Source: an optimization exercise on an open RTL-to-GDS flow (aim: small area, a short achievable clock period and few clock cycles). Production flows keep margins and buffers that such runs may drop.
In this exercise RTL edits were held to simulation tests only and were not proved equivalent to the original.
Power figures rest on the tool's default switching activity, not on a simulated workload.

Setup of build 73:
==> flow/design.v (excerpt) <==
module lidar_column_ring_vertical_filter #(
    parameter int ROWS = 64
) (
    input  wire logic                i_clk,
    input  wire logic                i_rst_n,
    input  wire logic                i_in_valid,
    output logic                     o_in_stall,
    input  wire logic                i_func,
    input  wire logic [5:0]          i_row,
    input  wire logic [19:0]         i_gap_mm,
    input  wire logic [17:0]         i_point_id,
    input  wire logic signed [18:0]  i_x_mm,
    input  wire logic signed [18:0]  i_y_mm,
    input  wire logic signed [18:0]  i_z_mm,
    input  wire logic                i_last_in_column,
    input  wire logic                i_cfg_we,
    input  wire logic [15:0]         i_cfg_wdata,
    output logic                     o_out_valid,
    input  wire logic                i_out_stall,
    output logic [17:0]              o_point_id_res,
    output logic                     o_is_vertical,
    output logic                     o_last_of_run
);
clock: 10.0 ns
lec_check: 0
cap_margin: 20
core_margin: 2
core_utilization: 60
cts_cluster_diameter: 130
cts_cluster_size: 26
slew_margin: 20
standard.sh (not shown) runs the stock make flow with config.mk's settings and CLKGATE_MAP_FILE= SYNTH_SCRIPT=/design/flow/synth_recipe.tcl, a recipe that flattens the netlist after the stock synthesis.
==> flow/flow/run.sh <==
#!/bin/bash
set -euo pipefail
bash standard.sh SETUP_SLACK_MARGIN=6.2 finish > orfs_make.log 2>&1
Build 73: all stages complete, timing, DRC and antenna checks passed
Testbench counts of build 73, summed over its fixed seeds: cycles 5,169.
[inputs] trial 91 vs build 73
--- a/flow/design.v
+++ b/flow/design.v
@@ -2444,31 +2444,35 @@
     logic [5:0]         c_idx;
     logic signed [18:0] c_hi, c_lo;
     logic               vw_v, vw_val;
     logic [5:0]         vw_idx;
     logic [18:0]        r_q [64];       
     logic               r_vb [64];
     logic               w_join, w_close_old, w_hw, w_full, w_eor, w_lot;
     logic [6:0]         w_idx_p;
-    logic signed [19:0] w_spread, w_thr;
     logic signed [18:0] w_zhi, w_zlo;
     logic               r_qroom;
     assign w_full      = !r_qroom;
     assign w_join      = d_have && d_near && (r_len != 7'd64);
     assign w_close_old = d_have && !w_join;
     assign w_discard   = d_v && d_last && w_close_old && (r_len == 7'd64);
     assign w_hw        = h_v && (d_v || (h_c && !w_full));
     assign w_eor       = h_c || !d_v || !w_join;
     assign w_lot       = h_c || !d_v || (!w_join && (!d_last || w_discard));
     assign w_idx_p     = r_wr + {6'd0, h_v};
     assign w_zhi       = (d_z > r_zmax) ? d_z : r_zmax;
     assign w_zlo       = (d_z < r_zmin) ? d_z : r_zmin;
-    assign w_thr       = {4'd0, r_thr};
-    assign w_spread    = {c_hi[18], c_hi} - {c_lo[18], c_lo};
+    logic [20:0] w_va, w_vb2, w_vc, w_vs, w_vk, w_vx;
+    assign w_va  = {{2{c_hi[18]}}, c_hi};
+    assign w_vb2 = ~{{2{c_lo[18]}}, c_lo};
+    assign w_vc  = ~{5'd0, r_thr};
+    assign w_vs  = w_va ^ w_vb2 ^ w_vc;
+    assign w_vk  = ((w_va & w_vb2) | (w_va & w_vc) | (w_vb2 & w_vc)) << 1;
+    assign w_vx  = w_vs + w_vk + 21'd1;
     always_ff @(posedge i_clk) begin
         if (!i_rst_n) begin
             r_thr   <= 16'd80;
             h_v     <= 1'b0;
             r_wr    <= '0;
             r_cpq_v <= 1'b0;
             r_cpq2_v <= 1'b0;
             c_v     <= 1'b0;
@@ -2511,17 +2515,17 @@
                 r_zmin  <= d_z;
                 r_start <= w_idx_p[5:0];
             end
         end
         c_idx  <= r_start;
         c_hi   <= w_join ? w_zhi : r_zmax;
         c_lo   <= w_join ? w_zlo : r_zmin;
         vw_idx <= c_idx;
-        vw_val <= (w_spread > w_thr);
+        vw_val <= !w_vx[20];
         if (w_hw) begin
             r_q[r_wr[5:0]] <= {h_id, w_eor};
             if (w_eor) begin
                 r_vb[r_wr[5:0]] <= w_lot;
             end
         end
         if (vw_v) begin
             r_vb[vw_idx] <= vw_val;
### Flow results
Post-synthesis simple-gate area fraction: trial 91 vs build 73, no meaningful difference. Re sequential power share: build 73 and trial 91 aren't equal, and the higher value belongs to build 73. Routed wire length (higher): build 73. Worst setup path startpoint = c_hi[0]$_DFF_P_: build 73; worst setup path startpoint = s0_vx[16]$_DFF_P_: trial 91. Changes observed in trial 91 relative to build 73: area growth from synthesis to layout saw little to no change; number of instances in the placed design saw little to no change; final core utilization saw a decrease.
Testbench counts of trial 91, summed over its fixed seeds: cycles 5,169.

[separate check: timing with driven ports]
The flow's constraints put no driver on any port. The routed layouts listed below were extracted and timed again, unchanged, in two steps. Step 1, drivers: a clkbuf_16 drives i_clk and a buf_2 each remaining input, both assumed. Step 2, shift: input delay + t, output delay - t, t = (earliest + latest rising clock arrival at the registers) / 2. This alone moves slack from input paths to output paths. Three values: ideal, step 1, step 2; two values: the first two.
run	shift t [ns]	slack for setup (ns)	slew at the worst register clock pin (ns)
build 73	1.026	5.806 / 5.806 / 5.384	0.12 / 0.12
trial 91	1.028	6.233 / 6.233 / 5.298	0.12 / 0.12
After both steps setup and hold are still met in every run listed. The setup slack of trial 91, which loses most, moves by 0.000 ns with the drivers and by -0.935 ns with both steps.
